Background: an optimization exercise with open tools, aiming at small area. Do not read the settings as production practice. In this exercise RTL edits were held to simulation tests only and were not proved equivalent to the original. No driver is modelled on the clock port, so clock power and skew are understated where the tree is cut down; a real chip needs a root buffer or a tree. No activity file was given, so power comes from the tool's default toggle rates.

## keypad_calc_top
module keypad_calc_top (
    input  logic       clk_i,
    input  logic       reset_i,
    input  logic [3:0] key_code_i,
    input  logic       key_detect_i,
    output logic       key_error_o,
    output logic [7:0] result_o,
    output logic       result_valid_o,
    output logic [4:0] result_addr_o
);
export LEC_CHECK = 0
export CAP_MARGIN = 20
export CORE_MARGIN = 2
export CORE_UTILIZATION = 40
export SLEW_MARGIN = 20
create_clock -name core_clock -period 10.0 [get_ports {clk_i}]
standard.sh (not shown) runs the stock make flow with config.mk's settings and CLKGATE_MAP_FILE= SYNTH_SCRIPT=/design/flow/synth_recipe.tcl, a recipe that flattens the netlist after the stock synthesis.
==> flow/flow/run.sh <==
#!/bin/bash
# Standard ORFS layout, with the port buffers and clock tree built from
# smaller cells. Each step's full output goes to a log file of its own here.
set -euo pipefail
cd "$(dirname "$0")/.."
bash standard.sh synth > flow_synth.log 2>&1
bash standard.sh \
    "BUFFER_PORTS_ARGS=-buffer_cell sky130_fd_sc_hd__buf_1" \
    "CTS_ARGS=-sink_clustering_enable -repair_clock_nets -dont_use_dummy_load -root_buf sky130_fd_sc_hd__clkbuf_4 -buf_list sky130_fd_sc_hd__clkbuf_4" \
    finish > flow_layout.log 2>&1
Next try:
--- a/flow/flow/run.sh
+++ b/flow/flow/run.sh
@@ -9 +9 @@
-    "CTS_ARGS=-sink_clustering_enable -repair_clock_nets -dont_use_dummy_load -root_buf sky130_fd_sc_hd__clkbuf_4 -buf_list sky130_fd_sc_hd__clkbuf_4" \
+    "CTS_ARGS=-sink_clustering_enable -repair_clock_nets -dont_use_dummy_load -root_buf sky130_fd_sc_hd__clkbuf_8 -buf_list sky130_fd_sc_hd__clkbuf_8 -sink_clustering_size 40 -sink_clustering_max_diameter 500" \
After rerunning:
- wire length went up by 1.1%
- global-route usage barely changes
- count of clock-buffer cells in the layout is unchanged
- hold slack loses 0.0056 ns
- via count stays flat
- worst setup slack gains 0.052 ns
- combinational power barely changes
Next try:
==> flow/run.sh (new file) <==
#!/bin/bash
# synth_recipe.tcl (not shown) runs the flow's synth.tcl, then flattens the netlist and writes it again
# the make line also repeats each setting of config.mk as NAME=value (left out here)
make -C /OpenROAD-flow-scripts/flow DESIGN_CONFIG=/design/flow/config.mk WORK_HOME=/design/flow/orfs CLKGATE_MAP_FILE= SYNTH_SCRIPT=/design/flow/synth_recipe.tcl finish
removed: flow/flow/run.sh
removed: flow/standard.sh
=>
- The new run finished with timing, DRC and antenna clean
- routed wire length rose by roughly a tenth
- flip-flop and latch count stays the same
- total power rose by about a fifth
- synthesized cell count does not change
- non-clock buffer count stays the same
- cell area rose by a little under a tenth
- worst setup slack degrades by 0.40 ns
- first-iteration DRC count fell by well over a third
- global-route usage rose by 1.4 points
- count of clock-buffer cells in the layout does not change
- final cell count rose slightly
Next try:
==> flow/flow/run.sh (new file) <==
#!/bin/bash
# Standard ORFS synthesis, then the combinational logic re-mapped for area
# with a longer ABC run (registers untouched), then the standard ORFS layout
# with small port buffers and a small clock tree. Each tool's full output is
# kept in a log file of its own in this folder's parent (the work folder).
set -euo pipefail
cd "$(dirname "$0")/.."
W=$(pwd)
R=$W/orfs/results/$FLOW_PLATFORM/keypad_calc_top/base
bash standard.sh synth > log_1_synth.log 2>&1
cp $R/1_2_yosys.v $R/1_2_yosys_standard.v
mkdir -p reopt
cp flow/reopt.ys flow/abc.script reopt/
cp $FLOW_HOME/platforms/$FLOW_PLATFORM/lib/sky130_fd_sc_hd__tt_025C_1v80.lib reopt/lib.lib
cp $R/1_2_yosys_standard.v reopt/in.v
sed -i "s/top_name/$FLOW_TOP/" reopt/reopt.ys
(cd reopt && yosys -s reopt.ys) > log_2_reopt.log 2>&1
cp reopt/out.v $R/1_2_yosys.v
rm -f $R/1_synth.odb $R/1_synth.sdc
bash standard.sh \
    "BUFFER_PORTS_ARGS=-buffer_cell sky130_fd_sc_hd__buf_1" \
    "CTS_ARGS=-sink_clustering_enable -repair_clock_nets -dont_use_dummy_load -root_buf sky130_fd_sc_hd__clkbuf_4 -buf_list sky130_fd_sc_hd__clkbuf_4" \
    finish > log_3_layout.log 2>&1
==> flow/flow/abc.script (new file) <==
strash
&get -n
&deepsyn -T 30
&put
dch -f
map -a
topo
==> flow/flow/reopt.ys (new file) <==
# Re-optimise the combinational logic of the standard synthesis netlist.
# Flip-flops are kept as black boxes, so every register keeps its instance
# name and cell type; only the gates between them are remapped.
read_liberty -ignore_miss_func lib.lib
blackbox sky130_fd_sc_hd__df* sky130_fd_sc_hd__edf* sky130_fd_sc_hd__sdf* sky130_fd_sc_hd__sed* sky130_fd_sc_hd__dl* sky130_fd_sc_hd__conb*
read_verilog in.v
hierarchy -top top_name
flatten
opt -purge
tee -o stat_before.txt stat -liberty lib.lib
abc -liberty lib.lib -dont_use sky130_fd_sc_hd__probe_p_8 -dont_use sky130_fd_sc_hd__probec_p_8 -dont_use sky130_fd_sc_hd__lpflow_* -script abc.script
opt_clean -purge
hilomap -singleton -hicell sky130_fd_sc_hd__conb_1 HI -locell sky130_fd_sc_hd__conb_1 LO
splitnets
insbuf -buf sky130_fd_sc_hd__buf_4 A X
opt_clean -purge
tee -o stat_after.txt stat -liberty lib.lib
write_verilog -noattr -noexpr -nohex -nodec out.v
==> flow/standard.sh (new file) <==
#!/bin/bash
# synth_recipe.tcl (not shown) runs the flow's synth.tcl, then flattens the netlist and writes it again
# the make line also repeats each setting of config.mk as NAME=value (left out here)
make -C /OpenROAD-flow-scripts/flow DESIGN_CONFIG=/design/flow/config.mk WORK_HOME=/design/flow/orfs CLKGATE_MAP_FILE= SYNTH_SCRIPT=/design/flow/synth_recipe.tcl "${@:-finish}"
removed: flow/run.sh
Result: Total power shrinks by 11%. Cell area shrinks by about 22%. Core utilization shrinks by 5.0 points.


Setup of old:
The RTL this note starts from:
==> flow/design.v <==
`timescale 1ns/100ps
module keypad_calc_top (
    input  logic       clk_i,
    input  logic       reset_i,
    input  logic [3:0] key_code_i,
    input  logic       key_detect_i,
    output logic       key_error_o,
    output logic [7:0] result_o,
    output logic       result_valid_o,
    output logic [4:0] result_addr_o
);
    localparam logic [3:0] S_W0   = 4'b0000;   
    localparam logic [3:0] S_C0   = 4'b0001;   
    localparam logic [3:0] S_W1   = 4'b0010;   
    localparam logic [3:0] S_W0V  = 4'b1000;   
    localparam logic [3:0] S_C0V  = 4'b1001;   
    localparam logic [3:0] S_W1V  = 4'b1010;   
    localparam logic [3:0] S_W0R  = 4'b1011;   
    localparam logic [3:0] S_W0W  = 4'b1100;   
    localparam logic [3:0] S_C0W  = 4'b1101;   
    localparam logic [3:0] S_R    = 4'b1110;   
    localparam logic [3:0] S_L    = 4'b1111;   
    logic [3:0] state, state_d;
    logic [3:0] key_q, a_q;
    logic [2:0] op_q;
    logic [6:0] res_q;
    logic checking, key_ok, digit_ok, wr;
    assign digit_ok = !key_q[3] || (!key_q[2] && !key_q[1]);
    assign key_ok = !state[1] ? digit_ok
                  : state[2]  ? &key_q
                  : key_q[3] && (key_q[2] || key_q[1]) && !(key_q[2] && key_q[1] && key_q[0]);
    assign checking = (!state[3] && state[0]) || state == S_C0V || state == S_C0W;
    assign wr       = state == S_W0W || state == S_C0W;
    assign result_valid_o = state == S_W0V || state == S_C0V || state == S_W1V;
    always_comb begin
        case (state)
            S_L:   state_d = S_R;
            S_R:   state_d = S_W0R;
            S_W0R: state_d = key_detect_i ? S_C0W : S_W0W;
            S_W0W: state_d = key_detect_i ? S_C0V : S_W0V;
            S_C0W: state_d = key_ok ? S_W1V : S_W0V;
            S_W0V: state_d = key_detect_i ? S_C0 : S_W0;
            S_C0V: state_d = key_ok ? S_W1 : S_W0;
            S_W1V: state_d = key_detect_i ? 4'b0011 : S_W1;
            4'b0111: state_d = key_ok ? S_L : 4'b0110;
            default: begin
                if (!state[0]) state_d = key_detect_i ? state | 4'd1 : state;
                else           state_d = key_ok ? state + 4'd1 : state & 4'b1110;
            end
        endcase
    end
    logic mul, sub, lgc;
    assign mul = op_q[2] & op_q[1];
    assign sub = !op_q[2] & op_q[0];
    assign lgc = op_q[2] & !op_q[1];
    logic [3:0] b;
    assign b = key_q;
    logic [6:0] m0, m1, m2;
    assign m0 = {4'd0, a_q[2] & b[0], a_q[1] & b[0], a_q[0] & b[0]};
    assign m1 = {3'd0, (a_q[2] & b[1]) | (a_q[3] & b[0]), a_q[1] & b[1], a_q[0] & b[1], 1'b0};
    assign m2 = {a_q[3] & b[3], (a_q[3] & b[2]) | (a_q[2] & b[3]),
                 (a_q[2] & b[2]) | (a_q[1] & b[3]) | (a_q[3] & b[1]),
                 (a_q[1] & b[2]) | (a_q[0] & b[3]), a_q[0] & b[2], 2'b0};
    logic [6:0] row0, row1, row2, alu_out;
    assign row0 = lgc ? {3'd0, op_q[0] ? (a_q ^ b) : (a_q & b)} : mul ? m0 : {3'd0, a_q};
    assign row1 = mul ? m1 : 7'd0;
    assign row2 = lgc ? {3'd0, op_q[0] ? (a_q & b) : 4'd0} : mul ? m2 : ({3'd0, b} ^ {7{sub}});
    assign alu_out = row0 + row1 + row2 + {6'd0, sub};
    assign result_o = {res_q[6] & res_q[5], res_q};
    always_ff @(posedge clk_i, posedge reset_i) begin
        if (reset_i) begin
            state          <= S_W0;
            key_error_o    <= 1'b0;
            res_q          <= 7'd0;
            result_addr_o <= 5'd0;
        end else begin
            state          <= state_d;
            key_error_o    <= checking && !key_ok;
            if (wr) begin
                res_q  <= {a_q, op_q};
                result_addr_o <= (result_addr_o + 5'd3) | {3'd0, &result_addr_o[4:2], 1'b0};
            end
        end
    end
    always_ff @(posedge clk_i) begin
        key_q <= key_code_i;
        if (state == 4'b0101) begin
            if (digit_ok) {a_q, op_q} <= alu_out;
        end else begin
            if ((!state[2] && !state[1]) || state == S_C0W) a_q <= key_q;
            if (!state[3] && !state[2]) op_q <= key_q[2:0];
        end
    end
endmodule
Settings: LEC_CHECK=0, CAP_MARGIN=20, CORE_MARGIN=2, CORE_UTILIZATION=40, SLEW_MARGIN=20; clock period 10.0 ns.
==> flow/flow/run.sh <==
#!/bin/bash
# Standard ORFS synthesis; the combinational logic re-mapped for area with a
# longer ABC run from several seeds, keeping the smallest (registers
# untouched); standard ORFS floorplan and placement
# with small port buffers; a clock tree of one buffer; then the standard ORFS
# routing and finishing. Each tool's full output goes to a log file of its
# own in the work folder.
set -euo pipefail
cd "$(dirname "$0")/.."
W=$(pwd)
export R=$W/orfs/results/$FLOW_PLATFORM/keypad_calc_top/base
KNOBS=("BUFFER_PORTS_ARGS=-buffer_cell sky130_fd_sc_hd__buf_1")
bash standard.sh synth > log_1_synth.log 2>&1
cp $R/1_2_yosys.v $R/1_2_yosys_standard.v
mkdir -p reopt
cp $FLOW_HOME/platforms/$FLOW_PLATFORM/lib/sky130_fd_sc_hd__tt_025C_1v80.lib reopt/lib.lib
(cd reopt && bash ../flow/reopt.sh $R/1_2_yosys_standard.v $R/1_2_yosys.v $FLOW_TOP lib.lib) > log_2_reopt.log 2>&1
rm -f $R/1_synth.odb $R/1_synth.sdc
bash standard.sh "${KNOBS[@]}" place > log_3_place.log 2>&1
CLKBUF=sky130_fd_sc_hd__clkbuf_16 CLKPORT=clk_i openroad -no_init -exit flow/clock_buffer.tcl > log_4_clock.log 2>&1
cp $R/4_1_cts.odb $R/4_cts.odb
sed '/^create_clock/a set_propagated_clock [get_clocks {core_clock}]' $R/3_place.sdc > $R/4_cts.sdc
bash standard.sh "${KNOBS[@]}" finish > log_5_finish.log 2>&1
==> flow/flow/abc.script <==
strash
&get -n
&deepsyn -T 120 -J 200 -S SEED
&put
dch -f
amap
topo
==> flow/flow/reopt.sh <==
#!/bin/bash
# reopt.sh IN.v OUT.v TOP LIB: re-map the combinational logic of IN.v with
# ABC from several random seeds (flip-flops untouched) and keep the smallest.
set -euo pipefail
IN=$(readlink -f $1); OUT=$(readlink -f $2); TOP=$3; LIB=$(readlink -f $4)
HERE=$(dirname "$(readlink -f "$0")")
for S in 0 1 2 3 4 5 6 7; do
    mkdir -p s$S
    sed "s/SEED/$S/" $HERE/abc.script > s$S/abc.script
    sed "s#top_name#$TOP#; s#lib\.lib#$LIB#g; s#in\.v#$IN#" $HERE/reopt.ys > s$S/reopt.ys
done
printf '%s\n' 0 1 2 3 4 5 6 7 | xargs -P ${NUM_CORES:-4} -I{} sh -c 'cd s{} && yosys -s reopt.ys > yosys.log 2>&1'
best=""; best_area=""
for S in 0 1 2 3 4 5 6 7; do
    a=$(awk '/Chip area/ {print $NF}' s$S/stat_after.txt)
    echo "seed $S area $a"
    if [ -z "$best" ] || awk -v a=$a -v b=$best_area 'BEGIN{exit !(a<b)}'; then best=$S; best_area=$a; fi
done
echo "best seed $best area $best_area"
cp s$best/out.v $OUT
Other scripts of this flow, unchanged in this note and not shown: flow/flow/clock_buffer.tcl, flow/flow/reopt.ys
[inputs] new vs old
--- a/flow/flow/run.sh
+++ b/flow/flow/run.sh
@@ -2,4 +2,3 @@
 # Standard ORFS synthesis; the combinational logic re-mapped for area with a
-# longer ABC run from several seeds, keeping the smallest (registers
-# untouched); standard ORFS floorplan and placement
+# longer ABC run (registers untouched); standard ORFS floorplan and placement
 # with small port buffers; a clock tree of one buffer; then the standard ORFS
@@ -15,4 +14,8 @@
 mkdir -p reopt
+cp flow/reopt.ys flow/abc.script reopt/
 cp $FLOW_HOME/platforms/$FLOW_PLATFORM/lib/sky130_fd_sc_hd__tt_025C_1v80.lib reopt/lib.lib
-(cd reopt && bash ../flow/reopt.sh $R/1_2_yosys_standard.v $R/1_2_yosys.v $FLOW_TOP lib.lib) > log_2_reopt.log 2>&1
+cp $R/1_2_yosys_standard.v reopt/in.v
+sed -i "s/top_name/$FLOW_TOP/" reopt/reopt.ys
+(cd reopt && yosys -s reopt.ys) > log_2_reopt.log 2>&1
+cp reopt/out.v $R/1_2_yosys.v
 rm -f $R/1_synth.odb $R/1_synth.sdc
==> flow/flow/abc.script <==
strash
&get -n
&deepsyn -T 30
&put
dch -f
amap
topo
removed: flow/flow/reopt.sh
Notes after the runs:
old -> new: combined global-route utilization of all metal layers delta 0, exact match. Re highest clock rate: no difference whatsoever between old and new. Shortest period the worst path allows: old vs new identical. Summary of new over old: final max-slew violation count now sits at about the same level; count of inserted antenna diode cells has remained practically unchanged. new ended with every stage complete and zero timing, DRC or antenna violations. Summary of new over old: area after synthesis barely changed; critical path depth barely changed; setup-violating endpoint count in the final report barely changed; power barely changed; area growth from synthesis to layout barely changed. As far as hold slack goes, new and old are indistinguishable; the numbers are identical.
No run of this note takes its clock network from TritonCTS; it comes from the design's own scripts or RTL.

## static timing again, ports no longer ideal
The flow's constraints put no driver on any port. The routed layouts listed below were extracted and timed again, unchanged, in two steps. Step 1 sets driving cells, clkbuf_16 on the clock port and buf_2 on the other inputs (assumed; they add their load-dependent delay and slew). Step 2 times the ports against the registers' clock, not the clock port: input delays grow and output delays shrink by t, the midpoint of the rising clock arrivals with the driver on. Slacks: ideal ports / drivers / drivers and shift; pairs: ideal ports / drivers.
| run | t, ns | setup WS [ns] | worst slew at a driven data input, ns |
|---|---|---|---|
| the first run of note 1 | 0.345 | 7.012 / 6.990 / 7.335 | 0.03 |
| the second run of note 1 | 0.300 | 7.064 / 7.040 / 7.341 | 0.03 |
| the third run of note 1 | 0.304 | 6.667 / 6.643 / 6.947 | 0.03 |
| the fourth run of note 1 | 0.346 | 7.022 / 6.998 / 7.343 | 0.03 |
| old | 0.188 | 6.856 / 6.828 / 7.016 | 0.03 |
| new | 0.188 | 6.856 / 6.828 / 7.016 | 0.03 |
After both steps setup and hold are still met in every run listed.
